This is an optimization exercise on Yosys and OpenROAD, whose aim is small area, a short achievable clock period and few clock cycles per item, not a production implementation.
No run shown here included a check of the RTL's function; only the layout flow was run.
Power figures rest on the tool's default switching activity, not on a simulated workload.

===== flow/flow/run.sh =====
#!/bin/bash
export BUFFER_PORTS_ARGS="-buffer_cell sky130_fd_sc_hd__buf_2"
bash standard.sh > standard.log 2>&1

===== flow/config.mk =====
export PLATFORM = sky130hd
export DESIGN_NAME = axi_wr_slave
export DESIGN_NICKNAME = axi_wr_slave
export VERILOG_FILES = /design/flow/design.v
export SDC_FILE = /design/flow/constraint.sdc
export NUM_CORES = 4
export LEC_CHECK = 0
export CAP_MARGIN = 20
export CORE_MARGIN = 2
export CORE_UTILIZATION = 40
export SETUP_SLACK_MARGIN = 2
export SLEW_MARGIN = 20

===== flow/standard.sh =====
#!/bin/bash
# synth_recipe.tcl (not shown) runs the flow's synth.tcl, then flattens the netlist and writes it again
# the make line also repeats each setting of config.mk as NAME=value (left out here)
make -C /OpenROAD-flow-scripts/flow DESIGN_CONFIG=/design/flow/config.mk WORK_HOME=/design/flow/orfs CLKGATE_MAP_FILE= SYNTH_SCRIPT=/design/flow/synth_recipe.tcl "${@:-finish}"

===== flow/constraint.sdc =====
create_clock -name core_clock -period 5.5 [get_ports {clk}]
set_input_delay 1.1000 -clock core_clock [delete_from_list [all_inputs] [get_ports {clk}]]
set_output_delay 1.1000 -clock core_clock [all_outputs]
set_load 0.01 [all_outputs]

===== flow/design.v =====
`default_nettype none
package axi_wr_pkg;
    localparam int ADDR_W   = 32;
    localparam int DATA_W   = 32;
    localparam int STRB_W   = DATA_W / 8;
    localparam int ID_W     = 4;
    localparam int LEN_W    = 8;
    localparam int SIZE_W   = 3;
    localparam int MAX_SIZE = 2;
    localparam int PAGE_BIT = 12;
    localparam int AW_DEPTH = 4;
    localparam int W_DEPTH  = 16;
    localparam int B_DEPTH  = 4;
    localparam int AW_W  = ID_W + ADDR_W + LEN_W + SIZE_W + 2;
    localparam int W_W   = DATA_W + STRB_W + 1;
    localparam int B_W   = ID_W + 2;
    localparam int MEM_W = ID_W + ADDR_W + DATA_W + STRB_W + 1;
    typedef enum logic [1:0] {
        FIXED = 2'b00,
        INCR  = 2'b01,
        WRAP  = 2'b10,
        RSVD  = 2'b11
    } burst_e;
    typedef enum logic [1:0] {
        OKAY   = 2'b00,
        SLVERR = 2'b10
    } resp_e;
    typedef struct packed {
        logic [ID_W-1:0]   id;
        logic [ADDR_W-1:0] addr;
        logic [LEN_W-1:0]  len;
        logic [SIZE_W-1:0] size;
        burst_e            burst;
    } aw_cmd_t;
    typedef struct packed {
        logic [DATA_W-1:0] data;
        logic [STRB_W-1:0] strb;
        logic              last;
    } w_beat_t;
    typedef struct packed {
        logic [ID_W-1:0] id;
        resp_e           resp;
    } b_resp_t;
    typedef struct packed {
        logic [ID_W-1:0]   id;
        logic [ADDR_W-1:0] addr;
        logic [DATA_W-1:0] data;
        logic [STRB_W-1:0] strb;
        logic              last;
    } mem_wr_t;
endpackage
`default_nettype wire
`timescale 1ns/1ps
`default_nettype none
module sync_fifo #(
    parameter int WIDTH = 8,
    parameter int DEPTH = 4
) (
    input  wire logic             clk,
    input  wire logic             rst_n,
    input  wire logic             push,
    input  wire logic [WIDTH-1:0] din,
    output logic                  full,
    input  wire logic             pop,
    output logic      [WIDTH-1:0] dout,
    output logic                  empty
);
    logic [WIDTH-1:0]           mem [DEPTH];
    logic [$clog2(DEPTH)-1:0]   wr_ptr;
    logic [$clog2(DEPTH)-1:0]   rd_ptr;
    logic [$clog2(DEPTH+1)-1:0] count;
    logic                       do_push;
    logic                       do_pop;
    assign do_push = push && !full;
    assign do_pop  = pop && !empty;
    assign full  = (count == DEPTH);
    assign empty = (count == '0);
    assign dout  = mem[rd_ptr];
    always_ff @(posedge clk) begin
        if (do_push) begin
            mem[wr_ptr] <= din;
        end
    end
    always_ff @(posedge clk or negedge rst_n) begin
        if (!rst_n) begin
            wr_ptr <= '0;
            rd_ptr <= '0;
            count  <= '0;
        end else begin
            if (do_push) begin
                wr_ptr <= (wr_ptr == DEPTH - 1) ? '0 : wr_ptr + 1'b1;
            end
            if (do_pop) begin
                rd_ptr <= (rd_ptr == DEPTH - 1) ? '0 : rd_ptr + 1'b1;
            end
            case ({do_push, do_pop})
                2'b10:   count <= count + 1'b1;
                2'b01:   count <= count - 1'b1;
                default: count <= count;
            endcase
        end
    end
endmodule
`default_nettype wire
`timescale 1ns/1ps
`default_nettype none
module aw_decode (
    input  wire logic [axi_wr_pkg::SIZE_W-1:0]    size,
    input  wire logic [1:0]                       burst,
    input  wire logic [axi_wr_pkg::PAGE_BIT-1:0]  cur_addr,
    output logic      [axi_wr_pkg::PAGE_BIT-1:0]  sum_addr,
    output logic                                  carry,
    output logic                                  size_err
);
    localparam int PB = axi_wr_pkg::PAGE_BIT;
    logic [PB-1:0] low;      
    logic [PB-1:0] ones;     
    logic [PB:0]   run;      
    logic          step;     
    always_comb begin
        for (int i = 0; i < PB; i++) begin
            low[i] = (axi_wr_pkg::SIZE_W'(i) < size) && (i < 8);
        end
        ones = cur_addr | low;
        run[0] = 1'b1;
        for (int i = 0; i < PB; i++) begin
            run[i+1] = run[i] && ones[i];
        end
        step = (burst != axi_wr_pkg::FIXED);
        for (int i = 0; i < PB; i++) begin
            sum_addr[i] = !low[i] && (cur_addr[i] ^ (step && run[i]));
        end
        carry = step && run[PB];
    end
    assign size_err = (size > axi_wr_pkg::SIZE_W'(axi_wr_pkg::MAX_SIZE));
endmodule
`default_nettype wire
`timescale 1ns/1ps
`default_nettype none
module burst_engine (
    input  wire logic                      clk,
    input  wire logic                      rst_n,
    input  wire axi_wr_pkg::aw_cmd_t       cmd,
    input  wire logic                      cmd_valid,
    output logic                           cmd_ready,
    input  wire axi_wr_pkg::w_beat_t       beat,
    input  wire logic                      beat_valid,
    output logic                           beat_ready,
    output axi_wr_pkg::mem_wr_t            mem,
    output logic                           mem_we,
    input  wire logic                      mem_ready,
    output logic                           resp_push,
    output logic                           resp_size_err,
    output logic [axi_wr_pkg::ID_W-1:0]    resp_id,
    input  wire logic                      resp_full,
    input  wire logic                      resp_stall
);
    localparam int PB = axi_wr_pkg::PAGE_BIT;
    logic                           first_q;
    logic                           close_q;
    logic                           last_q;
    logic [axi_wr_pkg::LEN_W-1:0]   rem_q;
    logic                           stay_q;
    logic [PB-1:0]                  addr_q;
    logic                           use_cmd;
    logic [PB-1:0]                  cur_addr;
    logic [PB-1:0]                  sum_addr;
    logic                           carry;
    logic                           ends;
    logic                           wr;
    assign use_cmd  = first_q || stay_q;
    assign cur_addr = use_cmd ? cmd.addr[PB-1:0] : addr_q;
    aw_decode u_aw_decode (
        .size     (cmd.size),
        .burst    (cmd.burst),
        .cur_addr (cur_addr),
        .sum_addr (sum_addr),
        .carry    (carry),
        .size_err (resp_size_err)
    );
    assign mem_we     = cmd_valid && beat_valid && !close_q &&
                        !(last_q && resp_full && resp_stall);
    assign wr         = mem_we && mem_ready;
    assign beat_ready = wr;
    assign ends       = close_q ? (cmd_valid && !(resp_full && resp_stall))
                                : (wr && last_q);
    assign cmd_ready  = ends;
    assign resp_push  = ends;
    assign resp_id    = cmd.id;
    always_comb begin
        mem.id   = cmd.id;
        mem.addr = {cmd.addr[axi_wr_pkg::ADDR_W-1:PB], cur_addr};
        mem.data = beat.data;
        mem.strb = beat.strb;
        mem.last = beat.last;
    end
    always_ff @(posedge clk or negedge rst_n) begin
        if (!rst_n) begin
            first_q <= 1'b1;
            close_q <= 1'b0;
            last_q  <= 1'b0;
        end else begin
            if (ends) begin
                first_q <= 1'b1;
                close_q <= 1'b0;
                last_q  <= 1'b0;
            end else if (wr) begin
                first_q <= 1'b0;
                close_q <= first_q && (cmd.len == 8'd0);
                last_q  <= first_q ? (cmd.len == 8'd1) : (rem_q == 8'd2);
            end
        end
    end
    always_ff @(posedge clk) begin
        if (wr) begin
            rem_q <= first_q ? cmd.len : rem_q - 1'b1;
        end
        if (wr && first_q) begin
            stay_q <= carry;
        end
        if (wr && !carry) begin
            addr_q <= sum_addr;
        end
    end
endmodule
`default_nettype wire
`timescale 1ns/1ps
`default_nettype none
module wresp_gen (
    input  wire logic                        clk,
    input  wire logic                        rst_n,
    input  wire logic                        push,
    input  wire logic                        size_err,
    input  wire logic [axi_wr_pkg::ID_W-1:0] id,
    output logic                             full,
    output logic                             stall,
    output axi_wr_pkg::b_resp_t              b,
    output logic                             b_valid,
    input  wire logic                        b_ready
);
    logic [axi_wr_pkg::ID_W-1:0] id_q;
    logic                        err_q;
    assign full    = b_valid;
    assign stall   = !b_ready;
    assign b.id    = id_q;
    assign b.resp  = err_q ? axi_wr_pkg::SLVERR : axi_wr_pkg::OKAY;
    always_ff @(posedge clk or negedge rst_n) begin
        if (!rst_n) begin
            b_valid <= 1'b0;
        end else if (push) begin
            b_valid <= 1'b1;
        end else if (b_ready) begin
            b_valid <= 1'b0;
        end
    end
    always_ff @(posedge clk) begin
        if (push) begin
            id_q  <= id;
            err_q <= size_err;
        end
    end
endmodule
`default_nettype wire
`timescale 1ns/1ps
`default_nettype none
module axi_wr_slave (
    input  wire logic                  clk,
    input  wire logic                  rst_n,
    input  wire axi_wr_pkg::aw_cmd_t   aw,
    input  wire logic                  aw_valid,
    output logic                       aw_ready,
    input  wire axi_wr_pkg::w_beat_t   w,
    input  wire logic                  w_valid,
    output logic                       w_ready,
    output axi_wr_pkg::b_resp_t        b,
    output logic                       b_valid,
    input  wire logic                  b_ready,
    output axi_wr_pkg::mem_wr_t        mem,
    output logic                       mem_we,
    input  wire logic                  mem_ready
);
    logic                          resp_push;
    logic                          resp_size_err;
    logic [axi_wr_pkg::ID_W-1:0]   resp_id;
    logic                          resp_full;
    logic                          resp_stall;
    burst_engine u_burst_engine (
        .clk           (clk),
        .rst_n         (rst_n),
        .cmd           (aw),
        .cmd_valid     (aw_valid),
        .cmd_ready     (aw_ready),
        .beat          (w),
        .beat_valid    (w_valid),
        .beat_ready    (w_ready),
        .mem           (mem),
        .mem_we        (mem_we),
        .mem_ready     (mem_ready),
        .resp_push     (resp_push),
        .resp_size_err (resp_size_err),
        .resp_id       (resp_id),
        .resp_full     (resp_full),
        .resp_stall    (resp_stall)
    );
    wresp_gen u_wresp_gen (
        .clk      (clk),
        .rst_n    (rst_n),
        .push     (resp_push),
        .size_err (resp_size_err),
        .id       (resp_id),
        .full     (resp_full),
        .stall    (resp_stall),
        .b        (b),
        .b_valid  (b_valid),
        .b_ready  (b_ready)
    );
endmodule
`default_nettype wire

==> results.sh, run 1 <==
export IMPL_ant_nets=0
export IMPL_syn_num_nets=333
export IMPL_arrival_ns=2.27
export IMPL_ir_worst_vdd_uv=151
export IMPL_cts_tree="done"
export IMPL_cts_sinks=30
export IMPL_period_minus_slack_ns=3.37
export IMPL_outcome="finished clean"
export IMPL_finClkSkew_ns=0.0107
export IMPL_ctsHtreeMaxLevel=2
export IMPL_final_common_cell="buf_2"
export IMPL_final_cell_mix="59 x buf_2, 26 x edfxtp_1, 14 x nor2_1"
export IMPL_path_class="in2out"
export IMPL_clk_latency_ns=0.29
export IMPL_relSlewSlack_pct=52.7
export IMPL_ioPinCount=175
export IMPL_min_from="u_burst_engine.last_q$_DFFE_PN0P_"
export IMPL_syn_instance_count=239
export IMPL_vias=1584
export IMPL_drive_above_1_share_pct=36.0
export IMPL_stdcell_area_sq_um=2320
export IMPL_seq_area_frac_synth_pct=37.8
export IMPL_grt_max_degree=29
export IMPL_fin_nets=329
export IMPL_ys_types=53
export IMPL_core_area_sq_um=5570
export IMPL_start_kind="input pin"
export IMPL_initial_core_util_pct=41.8
export IMPL_dieArea_sq_um=6450
export IMPL_final_setup_viol_count=0
export IMPL_grt_pass1_vias=1478
export IMPL_grt_pass1_wl_um=6940
export IMPL_synth_edf_count=26
export IMPL_wl_per_cell_um=14.2
export IMPL_drtPass1Iterations=4
export IMPL_p_leak_uw=0.000966
export IMPL_via_per_inst=5.14
export IMPL_portBuffers=59
export IMPL_routed_wirelength_um=4380
export IMPL_gr_usage_all_layers_pct=14.0
export IMPL_rsz0062_at_grt="no"
export IMPL_period_share_pct=61.2
export IMPL_drc_errors=0
export IMPL_cts_root_buf="clkbuf_8"
export IMPL_die_height_um=80.3
export IMPL_place_congestion=0.754
export IMPL_syn_to_final_growth_pct=-0.644
export IMPL_cts_inserted_buffers=5
export IMPL_path_max_fanout=9
export IMPL_clk_path_buf_depth=2
export IMPL_die_w_um=80.3
export IMPL_dpl_cell_area_sq_um=2210
export IMPL_powerDensity_nw_per_um2=335
export IMPL_rr_startpoint="u_burst_engine.stay_q$_DFFE_PP_"
export IMPL_hpwl_um=3280
export IMPL_n_antenna_cell=0
export IMPL_antenna_found_initial=0
export IMPL_drv_cap=0
export IMPL_slew_violations=0
export IMPL_first_iter_violations=66
export IMPL_cp_required_ns=4.40
export IMPL_syn_avg_cell_area_sq_um=9.75
export IMPL_yosys_warnings=3
export IMPL_path_clk_slew_ns=0.06
export IMPL_ys_flop_type="edfxtp_1"
export IMPL_synthArstFlopShare_pct=13.3
export IMPL_final_hold_violation_count=0
export IMPL_syn_area_sq_um=2330
export IMPL_setup_tns_ns=0
export IMPL_rows=27
export IMPL_postSynthRegisterBits=30
export IMPL_critical_path_startpoint="b_ready"
export IMPL_end_kind="output port"
export IMPL_max_freq_ghz=0.297
export IMPL_hold_class="reg2reg"
export IMPL_tightest_slew_ns=0.709
export IMPL_grt_overflow=0
final timing paths:
kind,end,slack [ns],cells after the start
worst max-delay path,aw_ready,2.13,6
max in group asynchronous,u_burst_engine.first_q$_DFFE_PN1P_,4.67,1
min in group asynchronous,u_burst_engine.close_q$_DFFE_PN0P_,0.61,1
worst min-delay path,u_burst_engine.last_q$_DFFE_PN0P_,0.60,2
worst max register to register,u_burst_engine.addr_q[4]$_DFFE_PP_,2.71,6
worst min register to register,u_burst_engine.last_q$_DFFE_PN0P_,0.60,2
critical path, cell delays in order:
cell and delay, ns:
buf_2 0.07, nor2b_1 0.05, a211oi_1 0.33, nand2_2 0.23, o21ai_4 0.29, buf_2 0.18
timing repair:
item / 4_1_cts / 5_1_grt
setup endpoints to repair: 1 / 2
buffers inserted: 0 / 0
hold buffers: 0 / 0
pin swaps: 0 / 1
resized for setup: 2 / 2
flip-flops by register name, indices dropped and copies added (netlist names):
register / flops
u_wresp_gen.id_q: 4
u_burst_engine.first_q: 1
u_burst_engine.rem_q: 8
u_wresp_gen.b_valid: 1
u_burst_engine.stay_q: 1
u_burst_engine.close_q: 1
u_wresp_gen.err_q: 1
u_burst_engine.last_q: 1
u_burst_engine.addr_q: 12
per-stage QoR:
step,setup slack (ns),hold slack (ns),util [%],instances,power [uW]
after floorplan,2.05,0.555,-,239,566
after global placement,1.87,0.588,39.6,300,590
after detailed placement,1.81,0.590,39.6,300,595
after CTS,2.01,0.599,41.4,308,785
after global routing,2.03,0.603,41.5,308,832
final,2.13,0.596,41.5,308,775
report_power, final:
| group | switching [uW] | internal, uW |
|---|---|---|
| registers | 42.8 | 294 |
| clock network | 84.7 | 101 |
| logic | 140 | 113 |
| total | 267 | 508 |
cell families (layout without fill, tap and decap cells):
family	Yosys count	count (layout)	share of synthesized area (%)
xor gates and xnor gates	12	12	4.51
muxes	7	7	3.17
AOI/OAI and AO/OA	46	46	15.0
other	1	1	0.161
adders and majority gates	2	2	1.07
buffers and inverters	80	77	23.6
and+or+nand+nor	61	61	14.6
DFF	30	30	37.8
area by class of cell:
class	instances	area (sq um)
inverter	9	37.5
sequential	30	882
multi-input combinational	129	912
clock inverter	1	5.00
timing repair buffer	60	303
fill	573	3260
tap	72	90.1
clock buffer	7	86.3
synth_stat cells (2+ instances only):
library cell | count | area [sq um]
o211a_1 | 4 | 40.0
nor3_1 | 6 | 30.0
nor4_1 | 3 | 18.8
clkbuf_1 | 4 | 15.0
nand2b_1 | 2 | 12.5
nor2_1 | 14 | 52.6
o221a_2 | 2 | 22.5
mux2i_1 | 4 | 40.0
edfxtp_1 | 26 | 781
nand4_1 | 2 | 12.5
a31oi_1 | 3 | 18.8
buf_2 | 2 | 10.0
mux2_2 | 3 | 33.8
inv_1 | 9 | 33.8
a21oi_1 | 4 | 20.0
and3_1 | 3 | 18.8
a21o_1 | 5 | 37.5
or2_2 | 2 | 12.5
ha_1 | 2 | 25.0
buf_4 | 64 | 480
a211o_1 | 3 | 26.3
nand3_1 | 2 | 10.0
dfrtp_1 | 3 | 75.1
nand2_1 | 14 | 52.6
o21a_1 | 6 | 45.0
nor2b_1 | 2 | 12.5
xnor2_1 | 7 | 61.3
xor2_1 | 5 | 43.8
o21ai_0 | 9 | 45.0
per-layer routing:
layer  vias up  GRT usage, %  part of all wire [%]
li1        771             -                     -
met1       738          17.3                    44
met2        64          22.3                    47
met3        11          4.27                   6.7
met4         0          6.78                   2.0
met5         -             0                     0
==> inputs of run 2 (changes only) <==
--- a/flow/design.v
+++ b/flow/design.v
@@ -157,6 +157,7 @@
 );
     localparam int PB = axi_wr_pkg::PAGE_BIT;
     logic                           first_q;
+    logic                           burst_q;
     logic                           close_q;
     logic                           last_q;
     logic [axi_wr_pkg::LEN_W-1:0]   rem_q;
@@ -178,12 +179,12 @@
         .carry    (carry),
         .size_err (resp_size_err)
     );
-    assign mem_we     = cmd_valid && beat_valid && !close_q &&
+    assign mem_we     = beat_valid && ((first_q && cmd_valid) || burst_q) &&
                         !(last_q && resp_full && resp_stall);
     assign wr         = mem_we && mem_ready;
     assign beat_ready = wr;
-    assign ends       = close_q ? (cmd_valid && !(resp_full && resp_stall))
-                                : (wr && last_q);
+    assign ends       = !(resp_full && resp_stall) &&
+                        (close_q || (last_q && beat_valid && mem_ready));
     assign cmd_ready  = ends;
     assign resp_push  = ends;
     assign resp_id    = cmd.id;
@@ -197,15 +198,18 @@
     always_ff @(posedge clk or negedge rst_n) begin
         if (!rst_n) begin
             first_q <= 1'b1;
+            burst_q <= 1'b0;
             close_q <= 1'b0;
             last_q  <= 1'b0;
         end else begin
             if (ends) begin
                 first_q <= 1'b1;
+                burst_q <= 1'b0;
                 close_q <= 1'b0;
                 last_q  <= 1'b0;
             end else if (wr) begin
                 first_q <= 1'b0;
+                burst_q <= !(first_q && (cmd.len == 8'd0));
                 close_q <= first_q && (cmd.len == 8'd0);
                 last_q  <= first_q ? (cmd.len == 8'd1) : (rem_q == 8'd2);
             end
--- a/flow/config.mk
+++ b/flow/config.mk
@@ -8,5 +8,5 @@
 export CAP_MARGIN = 20
 export CORE_MARGIN = 2
 export CORE_UTILIZATION = 40
-export SETUP_SLACK_MARGIN = 2
+export SETUP_SLACK_MARGIN = 2.8
 export SLEW_MARGIN = 20
==> run 2 against run 1 <==
  * Still clean on timing, DRC and antenna
  * Die area increased by 4.5%
  * Global-route usage up 1.5 points
  * Final area is 30% higher
  * Final cell count grew 14%
  * Combinational power shrank 79%
  * Core utilization increased by 9.3 points
  * Via count up 13%
  * Wire length grew 19%
  * Register-to-register slack improved by 0.31 ns
  * Critical endpoint is now w_ready
==> results.sh, run 2 <==
export IMPL_outcome="finished clean"
export IMPL_relSlewSlack_pct=63.2
export IMPL_grt_pass1_vias=1735
export IMPL_cp_num_cells=6
export IMPL_cts_inserted_buffers=5
export IMPL_drc_errors=0
export IMPL_drv_cap=0
export IMPL_tightest_slew_ns=0.552
export IMPL_cp_required_ns=4.40
export IMPL_rsz0062_at_grt="yes"
export IMPL_dpl_cell_area_sq_um=2340
export IMPL_place_congestion=0.862
export IMPL_crit_family="compound AO/OA/AOI/OAI gates"
export IMPL_finClkSkew_ns=0.00249
export IMPL_path_class="in2out"
export IMPL_end_kind="output port"
export IMPL_routed_wirelength_um=5210
export IMPL_p_leak_uw=0.00132
export IMPL_core_area_sq_um=5920
export IMPL_clk_path_buf_depth=2
export IMPL_drive_above_1_share_pct=49.5
export IMPL_totalPowerFinal_uw=504
export IMPL_hold_depth=2
export IMPL_synth_edf_count=26
export IMPL_hpwl_um=3490
export IMPL_cts_sinks=31
export IMPL_n_antenna_cell=0
export IMPL_arrival_ns=1.82
export IMPL_start_kind="input pin"
export IMPL_stdcell_area_sq_um=3010
export IMPL_grt_pass1_wl_um=8000
export IMPL_met1_usage_pct=18.8
export IMPL_initial_core_util_pct=41.2
export IMPL_final_cell_mix="42 x buf_2, 27 x buf_4, 26 x edfxtp_1"
export IMPL_r2r_slack_ns=3.02
export IMPL_hold_ws_ns=0.563
export IMPL_yosys_warnings=3
export IMPL_grt_overflow=0
export IMPL_cts_tree="done"
export IMPL_reg_top3="u_burst_engine.addr_q: 12 flops, u_burst_engine.rem_q: 8 flops, u_wresp_gen.id_q: 4 flops"
export IMPL_via_per_inst=5.09
export IMPL_first_iter_violations=68
export IMPL_synthArstFlopShare_pct=16.1
export IMPL_period_share_pct=53.1
export IMPL_die_w_um=82.1
export IMPL_ys_types=56
export IMPL_fill_cells=548
export IMPL_use_met2_pct=26.8
export IMPL_path_max_fanout=2
export IMPL_worst_path_most_repeated_cell="buf_6"
export IMPL_die_height_um=82.1
export IMPL_syn_num_nets=343
export IMPL_seq_area_frac_synth_pct=37.2
export IMPL_syn_to_final_growth_pct=23.2
export IMPL_grt_max_degree=15
export IMPL_post_route_util_pct=50.8
export IMPL_worst_r2r_path_depth=7
export IMPL_met3_usage_pct=4.35
export IMPL_dieArea_sq_um=6740
export IMPL_drtPass1Iterations=6
export IMPL_ys_flop_type="edfxtp_1"
export IMPL_ctsHtreeMaxLevel=2
export IMPL_yosys_area_top_type_share_pct=32.0
export IMPL_path_cells="buf_6, a21oi_4, a311oi_4, nand2_2, clkinv_4, buf_6"
export IMPL_final_setup_viol_count=0
export IMPL_final_hold_violation_count=0
export IMPL_clk_latency_ns=0.28
export IMPL_fin_nets=370
export IMPL_top_usage_layer="met2"
export IMPL_syn_avg_cell_area_sq_um=9.80
export IMPL_setup_tns_ns=0
export IMPL_antenna_found_initial=0
export IMPL_postSynthRegisterBits=31
export IMPL_vias=1792
export IMPL_synth_top_area_cell="edfxtp_1"
export IMPL_cts_root_buf="clkbuf_8"
export IMPL_hold_class="reg2reg"
export IMPL_ir_worst_vdd_uv=143
export IMPL_ant_nets=0
export IMPL_portBuffers=59
export IMPL_synth_most_common_cell="buf_4"
export IMPL_max_freq_ghz=0.343
export IMPL_syn_area_sq_um=2440
export IMPL_ioPinCount=175
export IMPL_gr_usage_all_layers_pct=15.6
export IMPL_final_common_cell="buf_2"
export IMPL_netlist_top_cells_area="edfxtp_1 32%, buf_4 19%, dfrtp_1 4.1%"
export IMPL_slowest_delay_ns=0.31
export IMPL_period_minus_slack_ns=2.92
export IMPL_wl_per_cell_um=14.8
export IMPL_powerDensity_nw_per_um2=168
export IMPL_path_clk_slew_ns=0.06
export IMPL_postCtsHoldBufs=0
export IMPL_cp_buffers_inverters=3
export IMPL_largest_register_ffs=12
export IMPL_slew_violations=0
export IMPL_rows=28
export IMPL_largest_register="u_burst_engine.addr_q"
export IMPL_cp_slowest_cell="a311oi_4"
export IMPL_synth_top_cells_by_count="63 x buf_4, 26 x edfxtp_1, 18 x nand2_1"
export IMPL_syn_instance_count=249
-- run 2: changes by cell type after synthesis, moves of 4 or more --
cell     delta
a21o_1      -4
o21a_1      -4
inv_1       +5
nand2_1     +4
-- run 2: final timing paths --
path                                                     from                                 end
hold / removal             u_burst_engine.close_q$_DFFE_PN0P_     u_wresp_gen.b_valid$_DFFE_PN0P_
min in group asynchronous                               rst_n     u_wresp_gen.b_valid$_DFFE_PN0P_
setup / recovery                                     aw_valid                             w_ready
setup reg to reg           u_burst_engine.first_q$_DFFE_PN1P_  u_burst_engine.addr_q[4]$_DFFE_PP_
max in group asynchronous                               rst_n  u_burst_engine.first_q$_DFFE_PN1P_
hold reg to reg            u_burst_engine.close_q$_DFFE_PN0P_     u_wresp_gen.b_valid$_DFFE_PN0P_
-- run 2: cell type report --
cell class	count	area, sq um	share of cell area, %
Tap cell	75	93.8	3.12
Multi-Input combinational cell	133	1130	37.5
Sequential cell	31	911	30.3
Clock buffer	8	100	3.33
Timing Repair Buffer	91	704	23.4
Inverter	14	70.1	2.33
-- run 2: routing by layer --
layer	vias up	wire length [um]
met5	-	0
met4	0	57
met3	12	329
met1	858	2180
met2	61	2630
li1	861	-
-- run 2: cells by family (layout without fill, tap and decap cells) --
| family | Yosys count | after routing | synth area share (%) |
|---|---|---|---|
| AO/OA/AOI/OAI | 39 | 39 | 12.6 |
| XOR/XNOR | 14 | 14 | 5.02 |
| adder cells (fa/ha/maj) | 2 | 2 | 1.02 |
| buffers and inverters | 85 | 113 | 23.8 |
| flip-flops | 31 | 31 | 37.2 |
| multiplexers | 11 | 11 | 4.77 |
| other | 1 | 1 | 0.154 |
| AND/OR/NAND/NOR | 66 | 66 | 15.5 |
-- run 2: where the power goes --
group | switching [uW] | internal, uW
clock network | 82.6 | 114
logic | 26.8 | 27.3
registers | 0.0000000000000371 | 253
-- run 2: timing repair --
item                       in CTS  in global routing
cloned                          1                  0
setup buffers                  22                  9
setup endpoints to repair      27                 27
pin swaps                       4                 10
gates resized for setup        42                 17
-- run 2: worst min-delay path, cell delays in order, from the launching register on --
cell and delay, ns:
dfrtp_1 0.40, a31oi_4 0.06, o21ai_0 0.07
-- run 2: stage by stage --
step,cells,setup WS [ns]
global placement,312,2.20
detailed placement,312,2.15
finish,352,2.58
global route,352,2.55
CTS,343,2.61
floorplan,249,2.62
==> inputs of run 3 (changes only) <==
--- a/flow/config.mk
+++ b/flow/config.mk
@@ -7,6 +7,6 @@
 export LEC_CHECK = 0
 export CAP_MARGIN = 20
 export CORE_MARGIN = 2
-export CORE_UTILIZATION = 40
+export CORE_UTILIZATION = 60
 export SETUP_SLACK_MARGIN = 2.8
 export SLEW_MARGIN = 20
==> run 3 against run 2 <==
  * Clock skew up 0.0018 ns
  * Clock power rose by 38%
  * Largest power group is now the clock network
  * Non-clock buffer count up 15
  * Critical path depth is the same
  * Core utilization grew 27 points
  * Sequential share of layout area fell by 0.75 points
  * Final area increased by 2.5%
  * First-iteration DRC count grew 69%
  * Sequential power about the same
==> results.sh, run 3 <==
export IMPL_outcome="finished clean"
export IMPL_grt_pass1_vias=1907
export IMPL_ys_flop_type="edfxtp_1"
export IMPL_cts_sinks=31
export IMPL_ant_nets=0
export IMPL_grt_overflow=0
export IMPL_clk_latency_ns=0.29
export IMPL_p_leak_uw=0.00138
export IMPL_cp_buffers_inverters=3
export IMPL_netlist_top_cells_area="edfxtp_1 32%, buf_4 19%, dfrtp_1 4.1%"
export IMPL_syn_area_sq_um=2440
export IMPL_path_cells="buf_6, a21oi_4, a311oi_4, nand2_2, clkinv_4, buf_6"
export IMPL_synthArstFlopShare_pct=16.1
export IMPL_arrival_ns=1.82
export IMPL_setup_tns_ns=0
export IMPL_synth_most_common_cell="buf_4"
export IMPL_drv_cap=0
export IMPL_path_max_fanout=2
export IMPL_syn_num_nets=343
export IMPL_clk_path_buf_depth=2
export IMPL_finClkSkew_ns=0.00425
export IMPL_final_hold_violation_count=0
export IMPL_syn_instance_count=249
export IMPL_dieArea_sq_um=4590
export IMPL_synth_top_area_cell="edfxtp_1"
export IMPL_final_setup_viol_count=0
export IMPL_totalPowerFinal_uw=581
export IMPL_final_cell_mix="44 x buf_2, 42 x buf_4, 26 x edfxtp_1"
export IMPL_rsz0062_at_grt="yes"
export IMPL_initial_core_util_pct=61.5
export IMPL_seqPwrFrac_pct=43.6
export IMPL_synth_top_cells_by_count="63 x buf_4, 26 x edfxtp_1, 18 x nand2_1"
export IMPL_portBuffers=59
export IMPL_ir_worst_vdd_uv=166
export IMPL_path_class="in2out"
export IMPL_rows=23
export IMPL_gr_usage_all_layers_pct=27.1
export IMPL_swShare_pct=20.7
export IMPL_p_sw_uw=121
export IMPL_place_congestion=0.798
export IMPL_wl_per_cell_um=20.5
export IMPL_end_kind="output port"
export IMPL_start_kind="input pin"
export IMPL_ctsHtreeMaxLevel=2
export IMPL_post_route_util_pct=77.7
export IMPL_powerDensity_nw_per_um2=188
export IMPL_dpl_cell_area_sq_um=2310
export IMPL_p_int_uw=460
export IMPL_relSlewSlack_pct=65.4
export IMPL_die_w_um=67.8
export IMPL_ys_types=56
export IMPL_fin_nets=385
export IMPL_yosys_area_top_type_share_pct=32.0
export IMPL_period_share_pct=53.1
export IMPL_max_freq_ghz=0.342
export IMPL_drive_above_1_share_pct=52.4
export IMPL_hold_class="reg2reg"
export IMPL_path_clk_slew_ns=0.06
export IMPL_ioPinCount=175
export IMPL_cp_required_ns=4.40
export IMPL_postSynthRegisterBits=31
export IMPL_tightest_slew_ns=0.519
export IMPL_crit_family="compound AO/OA/AOI/OAI gates"
export IMPL_slowest_delay_ns=0.30
export IMPL_antenna_found_initial=0
export IMPL_syn_avg_cell_area_sq_um=9.80
export IMPL_hpwl_um=4030
export IMPL_cts_root_buf="clkbuf_8"
export IMPL_first_iter_violations=115
export IMPL_yosys_warnings=3
export IMPL_cp_slowest_cell="a311oi_4"
export IMPL_postCtsHoldBufs=0
export IMPL_core_area_sq_um=3970
export IMPL_worst_path_most_repeated_cell="buf_6"
export IMPL_largest_register="u_burst_engine.addr_q"
export IMPL_drtPass1Iterations=5
export IMPL_routed_wirelength_um=7000
export IMPL_synth_edf_count=26
export IMPL_cts_tree="done"
export IMPL_die_height_um=67.8
export IMPL_seq_area_frac_synth_pct=37.2
export IMPL_grt_max_degree=15
export IMPL_combPwrFrac_pct=9.7
export IMPL_grt_pass1_wl_um=9120
export IMPL_vias=2039
export IMPL_via_per_inst=5.96
export IMPL_period_minus_slack_ns=2.92
export IMPL_final_common_cell="buf_2"
export IMPL_slew_violations=0
export IMPL_cts_inserted_buffers=5
export IMPL_largest_register_ffs=12
export IMPL_clock_power_share_pct=46.7
export IMPL_n_antenna_cell=0
export IMPL_stdcell_area_sq_um=3080
export IMPL_reg_top3="u_burst_engine.addr_q: 12 flops, u_burst_engine.rem_q: 8 flops, u_wresp_gen.id_q: 4 flops"
export IMPL_syn_to_final_growth_pct=26.3
export IMPL_drc_errors=0
-- run 3: cell counts after synthesis --
Identical to the previous run, type by type.
-- run 3: per-stage QoR --
step                hold WS [ns]  std cells  setup WS (ns)
floorplan                  0.457        249           2.62
global placement           0.520        287           2.21
detailed placement         0.502        287           2.19
CTS                        0.546        327           2.60
global route               0.583        342           2.57
finish                     0.570        342           2.58
-- run 3: power groups by stage --
stage | Combinational (uW) | Clock [uW] | Sequential (uW)
2_1_floorplan | 69.0 | 0 | 258
3_3_place_gp | 42.3 | 0 | 258
3_5_place_dp | 43.3 | 0 | 258
4_1_cts | 51.5 | 275 | 253
5_1_grt | 60.3 | 288 | 253
6_report | 56.6 | 271 | 253
-- run 3: tightest hold or removal path, cell delays in order, from the launching register on --
cell and delay, ns:
dfrtp_1 0.36, a31oi_1 0.08, o21ai_0 0.09
-- run 3: path summary, 6_finish.rpt --
| kind | start | end | slack [ns] | cells past startpoint |
|---|---|---|---|---|
| worst max-delay path | aw_valid | w_ready | 2.58 | 6 |
| worst min-delay path | u_burst_engine.close_q$_DFFE_PN0P_ | u_wresp_gen.b_valid$_DFFE_PN0P_ | 0.57 | 2 |
| worst min register to register | u_burst_engine.close_q$_DFFE_PN0P_ | u_wresp_gen.b_valid$_DFFE_PN0P_ | 0.57 | 2 |
| max in group asynchronous | rst_n | u_burst_engine.first_q$_DFFE_PN1P_ | 4.67 | 1 |
| min in group asynchronous | rst_n | u_burst_engine.last_q$_DFFE_PN0P_ | 0.62 | 1 |
| worst max register to register | u_burst_engine.first_q$_DFFE_PN1P_ | u_burst_engine.addr_q[9]$_DFFE_PP_ | 2.82 | 14 |
-- run 3: timing repair --
item,4_1_cts,5_1_grt
setup buffers,32,15
pin swaps,4,9
gates resized for setup,43,14
endpoints found under the setup margin,27,26
gates cloned,0,0
-- run 3: per-layer routing --
metal | GRT usage [%] | wire (um)
met5 | 0 | 0
met4 | 13.8 | 262
met3 | 10.8 | 709
met2 | 48.4 | 3680
met1 | 26.9 | 2350
-- run 3: cell families after synthesis --
kind of cell,after synthesis,synth area share [%]
buffers and inverters,85,23.8
adder cells (fa/ha/maj),2,1.02
flip-flops,31,37.2
AND/OR/NAND/NOR,66,15.5
XOR/XNOR,14,5.02
AO/OA/AOI/OAI,39,12.6
multiplexers,11,4.77
other,1,0.154
-- run 3: layout make-up --
cell class,count,area (sq um)
Fill cell,262,887
Inverter,14,72.6
Sequential cell,31,911
Clock inverter,3,67.6
Clock buffer,5,68.8
Timing Repair Buffer,106,777
Multi-Input combinational cell,133,1120
Tap cell,50,62.6
==> inputs of run 4 (changes only) <==
--- a/flow/design.v
+++ b/flow/design.v
@@ -152,14 +152,16 @@
     output logic                           resp_push,
     output logic                           resp_size_err,
     output logic [axi_wr_pkg::ID_W-1:0]    resp_id,
-    input  wire logic                      resp_full,
-    input  wire logic                      resp_stall
+    input  wire logic                      resp_valid,
+    input  wire logic                      resp_ready
 );
     localparam int PB = axi_wr_pkg::PAGE_BIT;
-    logic                           first_q;
-    logic                           burst_q;
-    logic                           close_q;
-    logic                           last_q;
+    logic                           first_q;     
+    logic                           mid_q;       
+    logic                           last_q;      
+    logic                           close_q;     
+    logic                           last_go_q;   
+    logic                           close_go_q;  
     logic [axi_wr_pkg::LEN_W-1:0]   rem_q;
     logic                           stay_q;
     logic [PB-1:0]                  addr_q;
@@ -169,6 +171,11 @@
     logic                           carry;
     logic                           ends;
     logic                           wr;
+    logic                           first_d;
+    logic                           mid_d;
+    logic                           last_d;
+    logic                           close_d;
+    logic                           resp_valid_d;
     assign use_cmd  = first_q || stay_q;
     assign cur_addr = use_cmd ? cmd.addr[PB-1:0] : addr_q;
     aw_decode u_aw_decode (
@@ -179,12 +186,10 @@
         .carry    (carry),
         .size_err (resp_size_err)
     );
-    assign mem_we     = beat_valid && ((first_q && cmd_valid) || burst_q) &&
-                        !(last_q && resp_full && resp_stall);
+    assign mem_we     = beat_valid && ((first_q && cmd_valid) || mid_q || last_go_q);
     assign wr         = mem_we && mem_ready;
     assign beat_ready = wr;
-    assign ends       = !(resp_full && resp_stall) &&
-                        (close_q || (last_q && beat_valid && mem_ready));
+    assign ends       = close_go_q || (last_go_q && beat_valid && mem_ready);
     assign cmd_ready  = ends;
     assign resp_push  = ends;
     assign resp_id    = cmd.id;
@@ -195,24 +200,44 @@
         mem.strb = beat.strb;
         mem.last = beat.last;
     end
+    always_comb begin
+        first_d = first_q;
+        mid_d   = mid_q;
+        last_d  = last_q;
+        close_d = close_q;
+        if (ends) begin
+            first_d = 1'b1;
+            mid_d   = 1'b0;
+            last_d  = 1'b0;
+            close_d = 1'b0;
+        end else if (wr) begin
+            first_d = 1'b0;
+            if (first_q) begin
+                mid_d   = (cmd.len > 8'd1);
+                last_d  = (cmd.len == 8'd1);
+                close_d = (cmd.len == 8'd0);
+            end else begin
+                mid_d   = (rem_q > 8'd2);
+                last_d  = (rem_q == 8'd2);
+            end
+        end
+        resp_valid_d = ends || (resp_valid && !resp_ready);
+    end
     always_ff @(posedge clk or negedge rst_n) begin
         if (!rst_n) begin
-            first_q <= 1'b1;
-            burst_q <= 1'b0;
-            close_q <= 1'b0;
-            last_q  <= 1'b0;
+            first_q    <= 1'b1;
+            mid_q      <= 1'b0;
+            last_q     <= 1'b0;
+            close_q    <= 1'b0;
+            last_go_q  <= 1'b0;
+            close_go_q <= 1'b0;
         end else begin
-            if (ends) begin
-                first_q <= 1'b1;
-                burst_q <= 1'b0;
-                close_q <= 1'b0;
-                last_q  <= 1'b0;
-            end else if (wr) begin
-                first_q <= 1'b0;
-                burst_q <= !(first_q && (cmd.len == 8'd0));
-                close_q <= first_q && (cmd.len == 8'd0);
-                last_q  <= first_q ? (cmd.len == 8'd1) : (rem_q == 8'd2);
-            end
+            first_q    <= first_d;
+            mid_q      <= mid_d;
+            last_q     <= last_d;
+            close_q    <= close_d;
+            last_go_q  <= last_d && !resp_valid_d;
+            close_go_q <= close_d && !resp_valid_d;
         end
     end
     always_ff @(posedge clk) begin
@@ -236,18 +261,14 @@
     input  wire logic                        push,
     input  wire logic                        size_err,
     input  wire logic [axi_wr_pkg::ID_W-1:0] id,
-    output logic                             full,
-    output logic                             stall,
     output axi_wr_pkg::b_resp_t              b,
     output logic                             b_valid,
     input  wire logic                        b_ready
 );
     logic [axi_wr_pkg::ID_W-1:0] id_q;
     logic                        err_q;
-    assign full    = b_valid;
-    assign stall   = !b_ready;
-    assign b.id    = id_q;
-    assign b.resp  = err_q ? axi_wr_pkg::SLVERR : axi_wr_pkg::OKAY;
+    assign b.id   = id_q;
+    assign b.resp = err_q ? axi_wr_pkg::SLVERR : axi_wr_pkg::OKAY;
     always_ff @(posedge clk or negedge rst_n) begin
         if (!rst_n) begin
             b_valid <= 1'b0;
@@ -286,8 +307,6 @@
     logic                          resp_push;
     logic                          resp_size_err;
     logic [axi_wr_pkg::ID_W-1:0]   resp_id;
-    logic                          resp_full;
-    logic                          resp_stall;
     burst_engine u_burst_engine (
         .clk           (clk),
         .rst_n         (rst_n),
@@ -303,8 +322,8 @@
         .resp_push     (resp_push),
         .resp_size_err (resp_size_err),
         .resp_id       (resp_id),
-        .resp_full     (resp_full),
-        .resp_stall    (resp_stall)
+        .resp_valid    (b_valid),
+        .resp_ready    (b_ready)
     );
     wresp_gen u_wresp_gen (
         .clk      (clk),
@@ -312,8 +331,6 @@
         .push     (resp_push),
         .size_err (resp_size_err),
         .id       (resp_id),
-        .full     (resp_full),
-        .stall    (resp_stall),
         .b        (b),
         .b_valid  (b_valid),
         .b_ready  (b_ready)
--- a/flow/config.mk
+++ b/flow/config.mk
@@ -7,6 +7,6 @@
 export LEC_CHECK = 0
 export CAP_MARGIN = 20
 export CORE_MARGIN = 2
-export CORE_UTILIZATION = 60
-export SETUP_SLACK_MARGIN = 2.8
+export CORE_UTILIZATION = 40
+export SETUP_SLACK_MARGIN = 2.85
 export SLEW_MARGIN = 20
==> run 4 against run 3 <==
  * Core utilization decreased by 23 points
  * First-iteration DRC count is 3.5% lower
  * Sequential share of layout area rose by 0.34 points
  * Final cell count grew 11%
  * Combinational power down 5.7%
  * Register-to-register slack improved by 0.09 ns
  * Wire length is 13% lower
  * Area after synthesis increased by 0.26%
  * Die area increased by 47%
  * Clock-buffer cell count increased by 1
==> results.sh, run 4 <==
export IMPL_arrival_ns=1.77
export IMPL_cts_root_buf="clkbuf_8"
export IMPL_first_iter_violations=111
export IMPL_synthArstFlopShare_pct=21.2
export IMPL_relSlewSlack_pct=66.9
export IMPL_ioPinCount=175
export IMPL_synth_top_cells_by_count="64 x buf_4, 26 x edfxtp_1, 23 x nand2_1"
export IMPL_drtPass1Iterations=4
export IMPL_synth_edf_count=26
export IMPL_final_hold_violation_count=0
export IMPL_vias=1965
export IMPL_syn_num_nets=344
export IMPL_final_cell_mix="42 x buf_4, 38 x buf_2, 29 x buf_6"
export IMPL_start_kind="input pin"
export IMPL_cp_required_ns=4.40
export IMPL_largest_register_ffs=12
export IMPL_final_setup_viol_count=0
export IMPL_antenna_found_initial=0
export IMPL_postCtsHoldBufs=0
export IMPL_hold_class="reg2reg"
export IMPL_portBuffers=59
export IMPL_fin_nets=396
export IMPL_via_per_inst=5.20
export IMPL_end_kind="output port"
export IMPL_reg_top3="u_burst_engine.addr_q: 12 flops, u_burst_engine.rem_q: 8 flops, u_wresp_gen.id_q: 4 flops"
export IMPL_setup_ws_ns=2.63
export IMPL_cts_inserted_buffers=5
export IMPL_ys_types=53
export IMPL_path_class="in2out"
export IMPL_yosys_area_top_type_share_pct=31.9
export IMPL_totalPowerFinal_uw=505
export IMPL_synth_top_area_cell="edfxtp_1"
export IMPL_fill_cells=514
export IMPL_largest_register="u_burst_engine.addr_q"
export IMPL_ant_nets=0
export IMPL_core_area_sq_um=5920
export IMPL_cts_sinks=33
export IMPL_ys_flop_type="edfxtp_1"
export IMPL_outcome="finished clean"
export IMPL_seq_area_frac_synth_pct=39.1
export IMPL_syn_to_final_growth_pct=31.4
export IMPL_max_freq_ghz=0.348
export IMPL_setup_tns_ns=0
export IMPL_grt_overflow=0
export IMPL_initial_core_util_pct=41.3
export IMPL_period_minus_slack_ns=2.87
export IMPL_finClkSkew_ns=0.00409
export IMPL_tightest_slew_ns=0.490
export IMPL_clk_latency_ns=0.29
export IMPL_yosys_warnings=3
export IMPL_powerDensity_nw_per_um2=157
export IMPL_hpwl_um=3660
export IMPL_syn_instance_count=250
export IMPL_routed_wirelength_um=6090
export IMPL_wl_per_cell_um=16.1
export IMPL_ctsHtreeMaxLevel=2
export IMPL_clk_path_buf_depth=2
export IMPL_rows=28
export IMPL_dieArea_sq_um=6760
export IMPL_path_max_fanout=3
export IMPL_die_w_um=82.2
export IMPL_drive_above_1_share_pct=52.8
export IMPL_grt_pass1_wl_um=8780
export IMPL_period_share_pct=52.2
export IMPL_postSynthRegisterBits=33
export IMPL_syn_avg_cell_area_sq_um=9.79
export IMPL_slew_violations=0
export IMPL_grt_max_degree=15
export IMPL_syn_area_sq_um=2450
export IMPL_drc_errors=0
export IMPL_final_common_cell="buf_4"
export IMPL_place_congestion=0.808
export IMPL_rsz0062_at_grt="yes"
export IMPL_die_height_um=82.2
export IMPL_grt_pass1_vias=1813
export IMPL_p_leak_uw=0.00141
export IMPL_gr_usage_all_layers_pct=17.6
export IMPL_place_ws_ns=2.42
export IMPL_synth_most_common_cell="buf_4"
export IMPL_path_clk_slew_ns=0.07
export IMPL_cts_tree="done"
export IMPL_drv_cap=0
export IMPL_netlist_top_cells_area="edfxtp_1 32%, buf_4 20%, dfrtp_1 6.1%"
export IMPL_n_antenna_cell=0
export IMPL_ir_worst_vdd_uv=81.4
run 4: repair_timing:
action | CTS | global route
cloned | 1 | 0
pin swaps | 8 | 11
buffers inserted | 41 | 15
resized for setup | 41 | 23
setup endpoints to repair | 27 | 28
run 4: layout make-up:
| cell class | instances | area (sq um) | share of cell area [%] |
|---|---|---|---|
| multi-input combinational | 135 | 1080 | 33.5 |
| clock buffer | 6 | 72.6 | 2.26 |
| inverter | 12 | 55.1 | 1.71 |
| tap | 75 | 93.8 | 2.92 |
| sequential | 33 | 961 | 29.9 |
| clock inverter | 2 | 10.0 | 0.311 |
| timing repair buffer | 115 | 947 | 29.4 |
run 4: metal layers:
metal | routed length [um] | global-route usage (%) | part of all wire, % | vias up
li1 | - | - | - | 911
met1 | 2400 | 21.5 | 39 | 940
met2 | 3000 | 29.1 | 49 | 91
met3 | 521 | 4.78 | 8.5 | 23
met4 | 175 | 7.33 | 2.9 | 0
met5 | 0 | 0 | 0 | -
run 4: through the flow:
stage                     instance area, sq um  hold WS, ns  util (%)  cells
after global placement                    2350        0.509      39.8    313
after global routing                      3220        0.574      54.3    378
after CTS                                 3000        0.529      50.6    363
final                                     3220        0.522      54.3    378
after floorplan                           2490        0.481         -    250
after detailed placement                  2350        0.516      39.8    313
run 4: power by group:
group          switching [uW]  internal [uW]
Combinational            26.0           27.4
Sequential                  0            268
Clock                    96.4           87.8
Total                     122            383
run 4: path summary, 6_finish.rpt:
path | cells after the start | to | slack, ns | startpoint
setup / recovery | 5 | w_ready | 2.63 | aw_valid
hold / removal | 2 | u_burst_engine.mid_q$_DFFE_PN0P_ | 0.52 | u_burst_engine.mid_q$_DFFE_PN0P_
setup reg to reg | 14 | u_burst_engine.addr_q[5]$_DFFE_PP_ | 2.91 | u_burst_engine.first_q$_DFFE_PN1P_
min in group asynchronous | 1 | u_wresp_gen.b_valid$_DFFE_PN0P_ | 0.63 | rst_n
max in group asynchronous | 1 | u_burst_engine.first_q$_DFFE_PN1P_ | 4.64 | rst_n
hold reg to reg | 2 | u_burst_engine.mid_q$_DFFE_PN0P_ | 0.52 | u_burst_engine.mid_q$_DFFE_PN0P_
run 4: cell families (layout without fill, tap and decap cells):
logic type / Yosys count / after routing / share of synthesized area [%]
flip-flops: 33 / 33 / 39.1
multiplexers: 9 / 9 / 3.73
buffers and inverters: 83 / 135 / 23.2
other: 1 / 1 / 0.153
AO/OA/AOI/OAI: 41 / 41 / 12.4
AND/OR/NAND/NOR: 69 / 70 / 16.1
adder cells (fa/ha/maj): 2 / 2 / 1.02
XOR/XNOR: 12 / 12 / 4.29
run 4: critical path: stages:
cell and delay (ns):
buf_6 0.09, a211o_1 0.30, nand3_4 0.13, inv_8 0.04, buf_6 0.11
==> inputs of run 5 (changes only) <==
--- a/flow/config.mk
+++ b/flow/config.mk
@@ -8,5 +8,5 @@
 export CAP_MARGIN = 20
 export CORE_MARGIN = 2
 export CORE_UTILIZATION = 40
-export SETUP_SLACK_MARGIN = 2.85
+export SETUP_SLACK_MARGIN = 2.6
 export SLEW_MARGIN = 20
==> run 5 against run 4 <==
  * Wire length down 19%
  * Worst hold slack improved by 0.0080 ns
  * Critical path depth is the same
  * Still clean on timing, DRC and antenna
  * First-iteration DRC count fell by 13%
  * Worst setup slack lost 0.018 ns
  * Combinational power is about 20% lower
  * Power is 1.3% lower
  * Synthesized cell count unchanged
==> results.sh, run 5 <==
export IMPL_outcome="finished clean"
export IMPL_period_minus_slack_ns=2.89
export IMPL_hold_ws_ns=0.530
export IMPL_cts_tree="done"
export IMPL_syn_num_nets=344
export IMPL_cp_buffers_inverters=3
export IMPL_totalPowerFinal_uw=499
export IMPL_tightest_slew_ns=0.564
export IMPL_relSlewSlack_pct=61.9
export IMPL_finClkSkew_ns=0.00709
export IMPL_die_height_um=82.2
export IMPL_yosys_area_top_type_share_pct=31.9
export IMPL_arrival_ns=1.79
export IMPL_clk_path_buf_depth=2
export IMPL_p_leak_uw=0.00111
export IMPL_final_cell_mix="57 x buf_2, 26 x edfxtp_1, 23 x nand2_1"
export IMPL_ctsHtreeMaxLevel=2
export IMPL_antenna_found_initial=0
export IMPL_worst_r2r_path_depth=6
export IMPL_largest_register_ffs=12
export IMPL_ant_nets=0
export IMPL_cp_required_ns=4.40
export IMPL_min_to="u_burst_engine.last_q$_DFF_PN0_"
export IMPL_setup_ws_ns=2.61
export IMPL_gr_usage_all_layers_pct=14.6
export IMPL_wl_per_cell_um=14.9
export IMPL_cts_sinks=33
export IMPL_reg_top3="u_burst_engine.addr_q: 12 flops, u_burst_engine.rem_q: 8 flops, u_wresp_gen.id_q: 4 flops"
export IMPL_end_kind="output port"
export IMPL_grt_pass1_wl_um=7330
export IMPL_dieArea_sq_um=6760
export IMPL_n_antenna_cell=0
export IMPL_start_kind="input pin"
export IMPL_grt_overflow=0
export IMPL_portBuffers=59
export IMPL_crit_family="buffers and inverters"
export IMPL_routed_wirelength_um=4960
export IMPL_seq_area_frac_synth_pct=39.1
export IMPL_synth_most_common_cell="buf_4"
export IMPL_setup_tns_ns=0
export IMPL_ir_worst_vdd_uv=107
export IMPL_first_iter_violations=97
export IMPL_drtPass1Iterations=4
export IMPL_syn_instance_count=250
export IMPL_netlist_top_cells_area="edfxtp_1 32%, buf_4 20%, dfrtp_1 6.1%"
export IMPL_path_cells="buf_6, a211o_1, nand3_4, clkinvlp_4, buf_6"
export IMPL_ys_types=53
export IMPL_largest_register="u_burst_engine.addr_q"
export IMPL_synth_top_cells_by_count="64 x buf_4, 26 x edfxtp_1, 23 x nand2_1"
export IMPL_ioPinCount=175
export IMPL_syn_area_sq_um=2450
export IMPL_via_per_inst=5.09
export IMPL_place_ws_ns=2.16
export IMPL_hpwl_um=3610
export IMPL_hold_depth=2
export IMPL_rr_endpoint="u_burst_engine.addr_q[9]$_DFFE_PP_"
export IMPL_final_hold_violation_count=0
export IMPL_path_clk_slew_ns=0.06
export IMPL_slew_violations=0
export IMPL_worst_path_most_repeated_cell="buf_6"
export IMPL_min_from="u_burst_engine.last_q$_DFF_PN0_"
export IMPL_rows=28
export IMPL_syn_avg_cell_area_sq_um=9.79
export IMPL_clk_latency_ns=0.28
export IMPL_slowest_delay_ns=0.29
export IMPL_max_freq_ghz=0.346
export IMPL_postSynthRegisterBits=33
export IMPL_vias=1700
export IMPL_final_setup_viol_count=0
export IMPL_place_congestion=0.768
export IMPL_postCtsHoldBufs=0
export IMPL_grt_pass1_vias=1501
export IMPL_initial_core_util_pct=41.3
export IMPL_core_area_sq_um=5920
export IMPL_syn_to_final_growth_pct=6.85
export IMPL_period_share_pct=52.6
export IMPL_path_max_fanout=2
export IMPL_synthArstFlopShare_pct=21.2
export IMPL_yosys_warnings=3
export IMPL_post_place_cells=313
export IMPL_final_cells=334
export IMPL_final_common_cell="buf_2"
export IMPL_synth_edf_count=26
export IMPL_r2r_slack_ns=2.94
export IMPL_powerDensity_nw_per_um2=191
export IMPL_rr_startpoint="u_burst_engine.first_q$_DFFE_PN1P_"
export IMPL_fin_nets=352
export IMPL_cp_slowest_cell="a211o_1"
export IMPL_drc_errors=0
export IMPL_path_class="in2out"
export IMPL_drv_cap=0
export IMPL_drive_above_1_share_pct=40.2
export IMPL_rsz0062_at_grt="yes"
export IMPL_synth_top_area_cell="edfxtp_1"
export IMPL_die_w_um=82.2
export IMPL_ys_flop_type="edfxtp_1"
export IMPL_hold_class="reg2reg"
export IMPL_grt_max_degree=17
export IMPL_cts_root_buf="clkbuf_8"
export IMPL_cts_inserted_buffers=5
==> run 5: cell counts after synthesis <==
Identical to the previous run, type by type.
==> run 5: metal layers <==
layer	global-route usage [%]	share of wire (%)	wire length, um	vias up
li1	-	-	-	824
met2	23.0	48	2390	64
met3	3.37	5.9	294	25
met4	9.50	3.3	165	0
met1	17.9	42	2110	787
met5	0	0	0	-
==> run 5: per-stage QoR <==
stage | instance area (sq um) | utilization (%)
CTS | 2540 | 42.9
global route | 2620 | 44.2
detailed placement | 2320 | 39.2
finish | 2620 | 44.2
global placement | 2320 | 39.2
floorplan | 2450 | -
==> run 5: layout make-up <==
class                           count  area, sq um
Sequential cell                    33          961
Clock buffer                        8         90.1
Multi-Input combinational cell    135         1010
Fill cell                         577         3310
Inverter                           12         48.8
Tap cell                           75         93.8
Timing Repair Buffer               71          414
==> run 5: how the worst max path moves through the flow <==
stage	depth (start not counted)	endpoint	slack, ns	start
global placement	5	w_ready	2.24	aw_valid
detailed placement	6	u_burst_engine.addr_q[4]$_DFFE_PP_	2.16	aw[4]
global route	5	w_ready	2.58	aw_valid
floorplan	6	u_burst_engine.addr_q[0]$_DFFE_PP_	2.61	aw[3]
finish	5	w_ready	2.61	aw_valid
CTS	4	mem[47]	2.58	aw[23]
==> run 5: tightest hold or removal path, stage by stage (launching register included) <==
cell     delay [ns]
dfrtp_1        0.32
mux2i_1        0.08
nor2_1         0.09
==> run 5: timing repair <==
item                                   in CTS  in global routing
buffers inserted                            7                  5
resized for setup                          13                  5
setup endpoints to repair                  23                 20
endpoints found under the hold margin       0                  0
cloned                                      1                  0
pin swaps                                   3                  1
==> run 5: cell families after synthesis <==
kind of cell               Yosys count  share of synthesized area, %
DFF                                 33                          39.1
other                                1                         0.153
xor gates and xnor gates            12                          4.29
muxes                                9                          3.73
adders and majority gates            2                          1.02
and+or+nand+nor                     69                          16.1
AOI/OAI and AO/OA                   41                          12.4
buffers and inverters               83                          23.2
==> run 5: power breakdown <==
group	total (uW)	switching [uW]	leakage, uW	internal [uW]
Combinational	42.7	22.9	0.000723	19.8
Sequential	268	0	0.000341	268
Clock	188	86.2	0.0000455	102
Total	499	109	0.00111	390

## separate check: timing with driven ports
How much do the figures lean on ideal ports? The routed layouts below were timed once more, with nothing changed but the port constraints. Step 1 (the two cells are an assumption about what drives the block):
set clk [get_ports {clk}]
set_driving_cell -lib_cell sky130_fd_sc_hd__clkbuf_16 $clk
set_driving_cell -lib_cell sky130_fd_sc_hd__buf_2 [delete_from_list [all_inputs] $clk]
Step 2 also shifts input and output timing later by t, the mid clock arrival at the registers, as if the neighbouring blocks saw the same clock. Three values: no drivers, after step 1, after step 2; two values: the first two.
run | shift t [ns] | slack for setup (ns) | worst setup path after step 2 | clock arrival spread, ns | pins driven straight from the clock port
run 1 | 0.309 | 2.135 / 2.111 / 2.111 | input to output | 0.011 / 0.011 | 1
run 2 | 0.302 | 2.581 / 2.537 / 2.537 | input to output | 0.002 / 0.002 | 1
run 3 | 0.308 | 2.579 / 2.530 / 2.493 | input to register | 0.005 / 0.005 | 1
run 4 | 0.319 | 2.628 / 2.594 / 2.594 | input to output | 0.004 / 0.004 | 1
run 5 | 0.305 | 2.610 / 2.576 / 2.558 | input to register | 0.007 / 0.007 | 1
After both steps setup and hold are still met in every run listed. For run 3, which loses most, drivers alone change the setup slack by -0.049 ns; drivers and shift together by -0.086 ns.
